This is an optimization exercise on Yosys and OpenROAD, whose aim is small area, not a production implementation. In this exercise RTL edits were held to simulation tests only and were not proved equivalent to the original. No driver is modelled on the clock port, so clocking that relies on it looks cheaper here than on a real chip. No activity file was given, so power comes from the tool's default toggle rates.

==> run G: inputs <==
==> flow/design.v <==
package hk_pkg;
    localparam int ADR_W = 12;
    localparam int DAT_W = 32;
    localparam logic [DAT_W-1:0] DEVICE_ID = 32'h484B_494F;
    localparam logic [DAT_W-1:0] FW_VERSION = {8'd1, 8'd4, 8'd2, 8'd17};
    localparam int SERIAL_W = 64;
    localparam logic [SERIAL_W-1:0] SERIAL_ID = 64'h5A3C_0F96_1E2D_4B87;
    localparam int CTRL_W = 16;
    localparam int NUM_CLOCKS = 5;
    localparam int MON_GATE_CYCLES = 256;
    localparam int MON_GATE_W = $clog2(MON_GATE_CYCLES);
    localparam int MON_RES_W = 8;
endpackage
`timescale 1ns/1ps
module clock_count_cell (
    input  logic                         clk_i,
    input  logic                         rst_i,
    input  logic                         mon_clk_i,
    input  logic                         blank_i,
    input  logic                         win_i,
    output logic [hk_pkg::MON_RES_W-1:0] res_o
);
    logic [6:0] smp_q;
    logic armed_q;
    logic rise;
    logic pulse;
    logic [hk_pkg::MON_RES_W-1:0] cnt_q;
    always_ff @(posedge clk_i) begin
        if (rst_i) begin
            smp_q[0] <= 1'b0;
        end else begin
            smp_q[0] <= mon_clk_i;
        end
    end
    always_ff @(posedge clk_i) begin
        smp_q[6:1] <= smp_q[5:0];
    end
    assign rise  = smp_q[5] && !smp_q[6];
    assign pulse = rise && armed_q;
    always_ff @(posedge clk_i) begin
        if (rst_i) begin
            armed_q <= 1'b0;
        end else if (rise && !blank_i) begin
            armed_q <= 1'b1;
        end
    end
    always_ff @(posedge clk_i) begin
        if (rst_i) begin
            cnt_q <= '0;
        end else if (win_i) begin
            cnt_q <= hk_pkg::MON_RES_W'(pulse);
        end else begin
            cnt_q <= cnt_q + hk_pkg::MON_RES_W'(pulse);
        end
    end
    always_ff @(posedge clk_i) begin
        if (win_i) begin
            res_o <= cnt_q;
        end
    end
endmodule
`timescale 1ns/1ps
module clock_mon (
    input  logic                          clk_i,
    input  logic                          rst_i,
    input  logic [hk_pkg::NUM_CLOCKS-1:0] clk_mon_i,
    output logic [hk_pkg::NUM_CLOCKS*hk_pkg::MON_RES_W-1:0] res_o
);
    logic [hk_pkg::MON_GATE_W-1:0] gate_q;
    logic win;
    logic blank_q;
    always_ff @(posedge clk_i) begin
        if (rst_i) begin
            gate_q <= '0;
        end else begin
            gate_q <= gate_q + 1'b1;
        end
    end
    always_ff @(posedge clk_i) begin
        if (rst_i) begin
            blank_q <= 1'b1;
        end else if (gate_q == hk_pkg::MON_GATE_W'(4)) begin
            blank_q <= 1'b0;
        end
    end
    assign win = (gate_q == hk_pkg::MON_GATE_W'(1));
    for (genvar i = 0; i < hk_pkg::NUM_CLOCKS; i++) begin : g_cell
        clock_count_cell u_cell (
            .clk_i     (clk_i),
            .rst_i     (rst_i),
            .mon_clk_i (clk_mon_i[i]),
            .blank_i   (blank_q),
            .win_i     (win),
            .res_o     (res_o[i*hk_pkg::MON_RES_W +: hk_pkg::MON_RES_W])
        );
    end
endmodule
`timescale 1ns/1ps
module hk_bus_decode (
    input  logic clk_i,
    input  logic rst_i,
    input  logic cyc_i,
    input  logic stb_i,
    output logic ph1_o,
    output logic ack_o
);
    logic st0_q;
    logic st1_q;
    always_ff @(posedge clk_i) begin
        if (rst_i) begin
            st0_q <= 1'b0;
            st1_q <= 1'b0;
        end else begin
            st0_q <= !st1_q && (st0_q || (cyc_i && stb_i));
            st1_q <= st0_q;
        end
    end
    assign ph1_o = st0_q && !st1_q;
    assign ack_o = st1_q && !st0_q;
endmodule
`timescale 1ns/1ps
module hk_id_regs (
    input  logic                      clk_i,
    input  logic                      rst_i,
    input  logic                      ph1_i,
    input  logic                      ack_i,
    input  logic                      we_i,
    input  logic [hk_pkg::ADR_W-1:0]  adr_i,
    input  logic [31:0]               dat_i,
    output logic                      serial_bit_o,
    output logic [hk_pkg::CTRL_W-1:0] ctrl_o
);
    logic int_slot2;
    logic int_slot3;
    logic [6:0] ptr_q;
    assign int_slot2 = (adr_i[11:6] == 6'd0) && (adr_i[3:2] == 2'd2);
    assign int_slot3 = (adr_i[11:6] == 6'd0) && (adr_i[3:2] == 2'd3);
    always_ff @(posedge clk_i) begin
        if (rst_i) begin
            ctrl_o <= '0;
        end else if (ph1_i && we_i && int_slot3) begin
            ctrl_o <= dat_i[hk_pkg::CTRL_W-1:0];
        end
    end
    always_ff @(posedge clk_i) begin
        if (rst_i) begin
            ptr_q <= '0;
        end else if (ack_i && int_slot2) begin
            if (we_i) begin
                if (dat_i[31]) begin
                    ptr_q <= '0;
                end
            end else if (!ptr_q[6]) begin
                ptr_q <= ptr_q + 1'b1;
            end
        end
    end
    assign serial_bit_o = !ptr_q[6] && hk_pkg::SERIAL_ID[ptr_q[5:0]];
endmodule
`timescale 1ns/1ps
module hk_top (
    input  logic                      clk_i,
    input  logic                      rst_i,
    input  logic                      cyc_i,
    input  logic                      stb_i,
    input  logic                      we_i,
    input  logic [hk_pkg::ADR_W-1:0]  adr_i,
    input  logic [31:0]               dat_i,
    output logic                      ack_o,
    output logic [31:0]               dat_o,
    input  logic                      sys_clk_i,
    input  logic                      gtp_clk_i,
    input  logic                      rx_clk_i,
    input  logic                      rx_clk_x2_i,
    input  logic                      clk200_i,
    output logic [hk_pkg::CTRL_W-1:0] ctrl_o
);
    logic ph1;
    logic serial_bit;
    logic [hk_pkg::NUM_CLOCKS*hk_pkg::MON_RES_W-1:0] res;
    logic [hk_pkg::NUM_CLOCKS-1:0] alive;
    logic [2:0] ch;
    hk_bus_decode u_decode (
        .clk_i (clk_i),
        .rst_i (rst_i),
        .cyc_i (cyc_i),
        .stb_i (stb_i),
        .ph1_o (ph1),
        .ack_o (ack_o)
    );
    hk_id_regs u_id_regs (
        .clk_i        (clk_i),
        .rst_i        (rst_i),
        .ph1_i        (ph1),
        .ack_i        (ack_o),
        .we_i         (we_i),
        .adr_i        (adr_i),
        .dat_i        (dat_i),
        .serial_bit_o (serial_bit),
        .ctrl_o       (ctrl_o)
    );
    clock_mon u_clock_mon (
        .clk_i     (clk_i),
        .rst_i     (rst_i),
        .clk_mon_i ({clk200_i, rx_clk_x2_i, rx_clk_i, gtp_clk_i, sys_clk_i}),
        .res_o     (res)
    );
    for (genvar i = 0; i < hk_pkg::NUM_CLOCKS; i++) begin : g_alive
        assign alive[i] = (res[i*hk_pkg::MON_RES_W +: hk_pkg::MON_RES_W] != '0);
    end
    assign ch = adr_i[4:2];
    always_comb begin
        dat_o = '0;
        if (!we_i && (adr_i[11:6] == 6'd0)) begin
            case (adr_i[3:2])
                2'd0: dat_o = hk_pkg::DEVICE_ID;
                2'd1: dat_o = hk_pkg::FW_VERSION;
                2'd2: dat_o[0] = serial_bit;
                default: dat_o = {11'b0, alive, ctrl_o};
            endcase
        end else if (!we_i && (adr_i[11:6] == 6'd1) && (ch < 3'd5)) begin
            dat_o[hk_pkg::MON_RES_W-1:0] = res[ch*hk_pkg::MON_RES_W +: hk_pkg::MON_RES_W];
        end
    end
endmodule
==> flow/flow/run.sh <==
#!/bin/bash
# Standard layout with: an area-oriented ABC script and no separate adder
# mapping in synthesis (registers are untouched), a small port buffer, and a
# lighter clock tree.
set -euo pipefail
W=$PWD
export MY_ABC_SCRIPT=$W/flow/area.abc
export BUFFER_PORTS_ARGS="-buffer_cell sky130_fd_sc_hd__buf_1"
export CTS_ARGS="-root_buf sky130_fd_sc_hd__clkbuf_8 -buf_list sky130_fd_sc_hd__clkbuf_4 -sink_clustering_enable -sink_clustering_size 30 -sink_clustering_max_diameter 80 -dont_use_dummy_load"
{ head -n 1 synth_recipe.tcl; cat flow/abc_override.tcl; tail -n +2 synth_recipe.tcl; } > my_synth.tcl
bash standard.sh SYNTH_SCRIPT=$W/my_synth.tcl ADDER_MAP_FILE= finish > standard.log 2>&1
==> flow/flow/abc_override.tcl <==
# Map with an area-oriented ABC script (flow/area.abc) instead of the speed one
proc abc {args} {
  set i [lsearch -exact $args -script]
  if { $i >= 0 } { lset args [expr {$i + 1}] $::env(MY_ABC_SCRIPT) }
  yosys abc {*}$args
}
==> flow/flow/area.abc <==
strash; &get -n; &deepsyn -T 20; &put; &get -n; &dch -f; &nf -R 1000 -p; &put
==> flow/standard.sh <==
#!/bin/bash
# synth_recipe.tcl (not shown) runs the flow's synth.tcl, then flattens the netlist and writes it again
# the make line also repeats each setting of config.mk as NAME=value (left out here)
make -C /OpenROAD-flow-scripts/flow DESIGN_CONFIG=/design/flow/config.mk WORK_HOME=/design/flow/orfs CLKGATE_MAP_FILE= SYNTH_SCRIPT=/design/flow/synth_recipe.tcl "${@:-finish}"
==> flow/config.mk <==
export PLATFORM = sky130hd
export DESIGN_NAME = hk_top
export DESIGN_NICKNAME = hk_top
export VERILOG_FILES = /design/flow/design.v
export SDC_FILE = /design/flow/constraint.sdc
export NUM_CORES = 4
export LEC_CHECK = 0
export CAP_MARGIN = 20
export CORE_MARGIN = 2
export CORE_UTILIZATION = 40
export SLEW_MARGIN = 20
==> flow/constraint.sdc <==
create_clock -name core_clock -period 10.0 [get_ports {clk_i}]
set_input_delay 2.0000 -clock core_clock [delete_from_list [all_inputs] [get_ports {clk_i}]]
set_output_delay 2.0000 -clock core_clock [all_outputs]
set_load 0.01 [all_outputs]
==> run H (differences from run G) <==
==> flow/design.v, changed modules only <==
module clock_count_cell (
    input  logic                         clk_i,
    input  logic                         rst_i,
    input  logic                         mon_clk_i,
    input  logic                         blank_i,
    input  logic                         win_i,
    output logic [hk_pkg::MON_RES_W-1:0] res_o
);
    logic [6:0] smp_q;
    logic armed_q;
    logic rise;
    logic pulse;
    logic [hk_pkg::MON_RES_W-1:0] cnt_q;
    always_ff @(posedge clk_i) begin
        if (rst_i) begin
            smp_q[0] <= 1'b0;
        end else begin
            smp_q[0] <= mon_clk_i;
        end
    end
    always_ff @(posedge clk_i) begin
        smp_q[6:1] <= smp_q[5:0];
    end
    assign rise  = smp_q[5] && !smp_q[6];
    assign pulse = rise && armed_q;
    always_ff @(posedge clk_i) begin
        if (rst_i) begin
            armed_q <= 1'b0;
        end else if (rise && !blank_i) begin
            armed_q <= 1'b1;
        end
    end
    always_ff @(posedge clk_i) begin
        if (rst_i) begin
            cnt_q <= '0;
        end else if (win_i) begin
            cnt_q <= hk_pkg::MON_RES_W'(pulse);
        end else begin
            cnt_q[hk_pkg::MON_RES_W-2:0] <= cnt_q[hk_pkg::MON_RES_W-2:0] + (hk_pkg::MON_RES_W-1)'(pulse);
            cnt_q[hk_pkg::MON_RES_W-1] <= cnt_q[hk_pkg::MON_RES_W-1] || (pulse && (&cnt_q[hk_pkg::MON_RES_W-2:0]));
        end
    end
    always_ff @(posedge clk_i) begin
        if (rst_i) begin
            res_o <= '0;
        end else if (win_i) begin
            res_o <= cnt_q;
        end
    end
endmodule
module clock_mon (
    input  logic                          clk_i,
    input  logic                          rst_i,
    input  logic [hk_pkg::NUM_CLOCKS-1:0] clk_mon_i,
    output logic [hk_pkg::NUM_CLOCKS*hk_pkg::MON_RES_W-1:0] res_o
);
    localparam logic [7:0] GATE_START   = 8'hFF;   
    localparam logic [7:0] GATE_WIN     = 8'hFE;   
    localparam logic [7:0] GATE_UNBLANK = 8'hF4;   
    logic [7:0] gate_q;
    logic gate_fb;
    logic win;
    logic blank_q;
    assign gate_fb = gate_q[7] ^ gate_q[4] ^ gate_q[2] ^ gate_q[0] ^ (gate_q[6:0] == 7'd0);
    always_ff @(posedge clk_i) begin
        if (rst_i) begin
            gate_q <= GATE_START;
        end else begin
            gate_q <= {gate_q[6:0], gate_fb};
        end
    end
    always_ff @(posedge clk_i) begin
        if (rst_i) begin
            blank_q <= 1'b1;
        end else if (gate_q == GATE_UNBLANK) begin
            blank_q <= 1'b0;
        end
    end
    assign win = (gate_q == GATE_WIN);
    for (genvar i = 0; i < hk_pkg::NUM_CLOCKS; i++) begin : g_cell
        clock_count_cell u_cell (
            .clk_i     (clk_i),
            .rst_i     (rst_i),
            .mon_clk_i (clk_mon_i[i]),
            .blank_i   (blank_q),
            .win_i     (win),
            .res_o     (res_o[i*hk_pkg::MON_RES_W +: hk_pkg::MON_RES_W])
        );
    end
endmodule
--- a/flow/flow/run.sh
+++ b/flow/flow/run.sh
@@ -7,3 +7,7 @@
 export MY_ABC_SCRIPT=$W/flow/area.abc
+export MY_ABC_DIR=$W/abc_tries
+export MY_ABC_SEEDS="1 2 3 4 5 6"
 export BUFFER_PORTS_ARGS="-buffer_cell sky130_fd_sc_hd__buf_1"
+export POST_CTS_TCL=$W/flow/post_cts.tcl
+export SKIP_REPAIR_TIE_FANOUT=1
 export CTS_ARGS="-root_buf sky130_fd_sc_hd__clkbuf_8 -buf_list sky130_fd_sc_hd__clkbuf_4 -sink_clustering_enable -sink_clustering_size 30 -sink_clustering_max_diameter 80 -dont_use_dummy_load"
==> flow/flow/abc_override.tcl (replaced) <==
# Map with an area-oriented ABC script (flow/area.abc) instead of the speed
# one. The script's synthesis is randomised by a seed (@SEED@), so it runs once
# per seed in MY_ABC_SEEDS and the smallest mapping is kept (multi-start).
proc abc {args} {
  set i [lsearch -exact $args -script]
  set l [lsearch -exact $args -liberty]
  if { $i < 0 || $l < 0 } {
    yosys abc {*}$args
    return
  }
  set lib [lindex $args [expr {$l + 1}]]
  set dir $::env(MY_ABC_DIR)
  file mkdir $dir
  set fh [open $::env(MY_ABC_SCRIPT) r]
  set template [read $fh]
  close $fh
  yosys design -save pre_abc
  set best_area 1e18
  set best_seed -1
  foreach seed $::env(MY_ABC_SEEDS) {
    yosys design -load pre_abc
    set script $dir/area_$seed.abc
    set fh [open $script w]
    puts $fh [string map [list @SEED@ $seed] $template]
    close $fh
    lset args [expr {$i + 1}] $script
    yosys abc {*}$args
    yosys tee -q -o $dir/stat_$seed.txt stat -liberty $lib
    set fh [open $dir/stat_$seed.txt r]
    set stat [read $fh]
    close $fh
    if { [regexp {Chip area for module '[^']*': ([0-9.eE+]+)} $stat -> area] } {
      puts "abc seed $seed area $area"
      if { $area < $best_area } {
        set best_area $area
        set best_seed $seed
        yosys design -save best_abc
      }
    }
  }
  if { $best_seed < 0 } {
    error "no ABC mapping succeeded"
  }
  yosys design -load best_abc
  puts "abc kept seed $best_seed area $best_area"
}
==> flow/flow/area.abc (replaced) <==
strash; &get -n; &deepsyn -T 20 -S @SEED@; &put; &get -n; &dch -f; &nf -R 1000 -p; &put; strash; &get -n; &deepsyn -T 20 -S @SEED@; &put; &get -n; &dch -f; &nf -R 1000 -p; &put
==> flow/flow/post_cts.tcl (new file) <==
set_propagated_clock [all_clocks]
estimate_parasitics -placement
set upsized 0
foreach inst [get_cells -filter "ref_name == sky130_fd_sc_hd__clkbuf_4"] {
  set out [get_pins -of_objects $inst -filter "direction == output"]
  set net [get_nets -of_objects $out]
  set worst 0.0
  foreach p [get_pins -of_objects $net -filter "direction == input"] {
    foreach s [list [get_property $p slew_max_rise] [get_property $p slew_max_fall]] {
      if { $s > $worst } { set worst $s }
    }
  }
  if { $worst > 0.105 } {
    replace_cell $inst sky130_fd_sc_hd__clkbuf_8
    incr upsized
    puts "post_cts: upsized [get_full_name $inst] (estimated sink slew $worst ns)"
  }
}
puts "post_cts: upsized $upsized clock leaf buffers"
if { $upsized > 0 } {
  detailed_placement
  check_placement -verbose
}

# Area recovery: setup slack is large, so let the resizer downsize cells off
# the clock tree (repair_design after global routing restores any slew or
# capacitance limit this breaks)
estimate_parasitics -placement
set_dont_touch [get_cells -filter "ref_name =~ sky130_fd_sc_hd__clkbuf*"]
repair_timing -recover_power 100
unset_dont_touch [get_cells -filter "ref_name =~ sky130_fd_sc_hd__clkbuf*"]
detailed_placement
CORE_UTILIZATION = 75   (was 40)
PLACE_DENSITY = 0.85   (was not set)
==> run Y (differences from run G) <==
==> flow/design.v, changed modules only <==
module clock_count_cell (
    input  logic                         clk_i,
    input  logic                         rst_i,
    input  logic                         mon_clk_i,
    input  logic                         blank_i,
    input  logic                         win_i,
    output logic [hk_pkg::MON_RES_W-1:0] res_o
);
    logic [6:0] smp_q;
    logic armed_q;
    logic rise;
    logic pulse;
    logic [hk_pkg::MON_RES_W-1:0] cnt_q;
    always_ff @(posedge clk_i) begin
        if (rst_i) begin
            smp_q[0] <= 1'b0;
        end else begin
            smp_q[0] <= mon_clk_i;
        end
    end
    always_ff @(posedge clk_i) begin
        smp_q[6:1] <= smp_q[5:0];
    end
    assign rise  = smp_q[5] && !smp_q[6];
    assign pulse = rise && armed_q;
    always_ff @(posedge clk_i) begin
        if (rst_i) begin
            armed_q <= 1'b0;
        end else if (rise && !blank_i) begin
            armed_q <= 1'b1;
        end
    end
    always_ff @(posedge clk_i) begin
        if (rst_i) begin
            cnt_q <= '0;
        end else if (win_i) begin
            cnt_q <= hk_pkg::MON_RES_W'(pulse);
        end else begin
            cnt_q[hk_pkg::MON_RES_W-2:0] <= cnt_q[hk_pkg::MON_RES_W-2:0] + (hk_pkg::MON_RES_W-1)'(pulse);
            cnt_q[hk_pkg::MON_RES_W-1] <= cnt_q[hk_pkg::MON_RES_W-1] || (pulse && (&cnt_q[hk_pkg::MON_RES_W-2:0]));
        end
    end
    always_ff @(posedge clk_i) begin
        if (rst_i) begin
            res_o <= '0;
        end else if (win_i) begin
            res_o <= cnt_q;
        end
    end
endmodule
module clock_mon (
    input  logic                          clk_i,
    input  logic                          rst_i,
    input  logic [hk_pkg::NUM_CLOCKS-1:0] clk_mon_i,
    output logic [hk_pkg::NUM_CLOCKS*hk_pkg::MON_RES_W-1:0] res_o
);
    localparam logic [7:0] GATE_START   = 8'hFF;   
    localparam logic [7:0] GATE_WIN     = 8'hFE;   
    localparam logic [7:0] GATE_UNBLANK = 8'hF4;   
    logic [7:0] gate_q;
    logic gate_fb;
    logic win;
    logic blank_q;
    assign gate_fb = gate_q[7] ^ gate_q[4] ^ gate_q[2] ^ gate_q[0] ^ (gate_q[6:0] == 7'd0);
    always_ff @(posedge clk_i) begin
        if (rst_i) begin
            gate_q <= GATE_START;
        end else begin
            gate_q <= {gate_q[6:0], gate_fb};
        end
    end
    always_ff @(posedge clk_i) begin
        if (rst_i) begin
            blank_q <= 1'b1;
        end else if (gate_q == GATE_UNBLANK) begin
            blank_q <= 1'b0;
        end
    end
    assign win = (gate_q == GATE_WIN);
    for (genvar i = 0; i < hk_pkg::NUM_CLOCKS; i++) begin : g_cell
        clock_count_cell u_cell (
            .clk_i     (clk_i),
            .rst_i     (rst_i),
            .mon_clk_i (clk_mon_i[i]),
            .blank_i   (blank_q),
            .win_i     (win),
            .res_o     (res_o[i*hk_pkg::MON_RES_W +: hk_pkg::MON_RES_W])
        );
    end
endmodule
--- a/flow/flow/run.sh
+++ b/flow/flow/run.sh
@@ -7,3 +7,7 @@
 export MY_ABC_SCRIPT=$W/flow/area.abc
+export MY_ABC_DIR=$W/abc_tries
+export MY_ABC_SEEDS="1 2 3 4 5 6"
 export BUFFER_PORTS_ARGS="-buffer_cell sky130_fd_sc_hd__buf_1"
+export POST_CTS_TCL=$W/flow/post_cts.tcl
+export SKIP_REPAIR_TIE_FANOUT=1
 export CTS_ARGS="-root_buf sky130_fd_sc_hd__clkbuf_8 -buf_list sky130_fd_sc_hd__clkbuf_4 -sink_clustering_enable -sink_clustering_size 30 -sink_clustering_max_diameter 80 -dont_use_dummy_load"
==> flow/flow/abc_override.tcl (replaced) <==
# Map with an area-oriented ABC script (flow/area.abc) instead of the speed
# one. The script's synthesis is randomised by a seed (@SEED@), so it runs once
# per seed in MY_ABC_SEEDS and the smallest mapping is kept (multi-start).
proc abc {args} {
  set i [lsearch -exact $args -script]
  set l [lsearch -exact $args -liberty]
  if { $i < 0 || $l < 0 } {
    yosys abc {*}$args
    return
  }
  set lib [lindex $args [expr {$l + 1}]]
  set dir $::env(MY_ABC_DIR)
  file mkdir $dir
  set fh [open $::env(MY_ABC_SCRIPT) r]
  set template [read $fh]
  close $fh
  yosys design -save pre_abc
  set best_area 1e18
  set best_seed -1
  foreach seed $::env(MY_ABC_SEEDS) {
    yosys design -load pre_abc
    set script $dir/area_$seed.abc
    set fh [open $script w]
    puts $fh [string map [list @SEED@ $seed] $template]
    close $fh
    lset args [expr {$i + 1}] $script
    yosys abc {*}$args
    yosys tee -q -o $dir/stat_$seed.txt stat -liberty $lib
    set fh [open $dir/stat_$seed.txt r]
    set stat [read $fh]
    close $fh
    if { [regexp {Chip area for module '[^']*': ([0-9.eE+]+)} $stat -> area] } {
      puts "abc seed $seed area $area"
      if { $area < $best_area } {
        set best_area $area
        set best_seed $seed
        yosys design -save best_abc
      }
    }
  }
  if { $best_seed < 0 } {
    error "no ABC mapping succeeded"
  }
  yosys design -load best_abc
  puts "abc kept seed $best_seed area $best_area"
}
==> flow/flow/area.abc (replaced) <==
strash; &get -n; &deepsyn -T 20 -S @SEED@; &put; &get -n; &dch -f; &nf -R 1000 -p; &put; strash; &get -n; &deepsyn -T 20 -S @SEED@; &put; &get -n; &dch -f; &nf -R 1000 -p; &put
==> flow/flow/post_cts.tcl (new file) <==
set_propagated_clock [all_clocks]
estimate_parasitics -placement
set upsized 0
foreach inst [get_cells -filter "ref_name == sky130_fd_sc_hd__clkbuf_4"] {
  set out [get_pins -of_objects $inst -filter "direction == output"]
  set net [get_nets -of_objects $out]
  set worst 0.0
  foreach p [get_pins -of_objects $net -filter "direction == input"] {
    foreach s [list [get_property $p slew_max_rise] [get_property $p slew_max_fall]] {
      if { $s > $worst } { set worst $s }
    }
  }
  if { $worst > 0.105 } {
    replace_cell $inst sky130_fd_sc_hd__clkbuf_8
    incr upsized
    puts "post_cts: upsized [get_full_name $inst] (estimated sink slew $worst ns)"
  }
}
puts "post_cts: upsized $upsized clock leaf buffers"
if { $upsized > 0 } {
  detailed_placement
  check_placement -verbose
}

# Area recovery: setup slack is large, so let the resizer downsize cells off
# the clock tree (repair_design after global routing restores any slew or
# capacitance limit this breaks)
set_dont_touch [get_cells -filter "ref_name =~ sky130_fd_sc_hd__clkbuf*"]
repair_timing -recover_power 100
unset_dont_touch [get_cells -filter "ref_name =~ sky130_fd_sc_hd__clkbuf*"]
detailed_placement
CORE_UTILIZATION = 75   (was 40)
PLACE_DENSITY = 0.85   (was not set)
==> notes <==
Run Y stopped in clock tree synthesis (EST-0104). Run G passed the timing, design-rule and antenna checks. Run H went through all stages and came out clean.
Of run G and run H, run G has the higher sequential share of layout area (gap 4.5 points).
Between run G and run H, the lower fmax is in run H (gap 5.3%, measured against run H).
In run G the clock power is lower than in run H, by about 10%.
Against run G, the clock skew of run H is lower by 0.0034 ns.
Against run H, the cell count of run G is higher by 14%.
Between run H and run G, the lower worst hold slack is in run G (gap 0.028 ns).
Area after synthesis is the same in run Y and run H.
==> figures <==
| metric | run H | run G | run Y |
|---|---|---|---|
| Max Cap Violations | 0 | 0 | - |
| Post-Route Setup TNS | 0 ns | 0 ns | - |
| Standard-cell rows | 30 | 42 | 30 |
| Vias per inst | 6.60 | 5.20 | - |
| Count of multi-input gates | 310 | 314 | - |
| Number of sequential cells in the layout | 154 | 154 | - |
| Net Sw Frac | 0.222 | 0.217 | - |
| Outcome | complete, no violations | complete, no violations | aborted with a tool error |
| Last stage reached | - | - | clock tree synthesis |
| Number of different library cells in the post-synthesis netlist | 35 | 38 | 35 |
| Routability cong. | 0.845 | 0.931 | 0.845 |
| Worst setup slack before clock tree synthesis | 3.95 ns | 4.12 ns | 3.95 ns |
| P_seq | 0.626 mW | 0.666 mW | - |
| Global-route usage over all layers | 0.324 | 0.159 | - |
| Number of flops mapped to enable cells by yosys | 0 | 40 | 0 |
| Path class of the lowest-slack min-delay path | flop to flop | flop to flop | - |

[re-timing with driven ports]
The flow's constraints put no driver on any port. The routed layouts listed below were extracted and timed again, unchanged, in two steps. Step 1: set_driving_cell puts a clkbuf_16 on clk_i and a buf_2 on each other input, an assumption about the parent block. Step 2, shift: input delay + t, output delay - t, t = (earliest + latest rising clock arrival at the registers) / 2. This alone moves slack from input paths to output paths. Three values: no drivers, after step 1, after step 2; two values: the first two.
| run | shift t [ns] | setup slack, ns | worst setup path after step 2 | clock arrival spread, ns |
|---|---|---|---|---|
| run G | 0.438 | 4.093 / 4.068 / 4.068 | input to output | 0.043 / 0.043 |
| run H | 0.450 | 3.779 / 3.757 / 3.757 | input to output | 0.032 / 0.032 |
After both steps every run listed still meets setup and hold. For run G, which loses most, drivers alone change the setup slack by -0.025 ns; drivers and shift together by -0.025 ns.
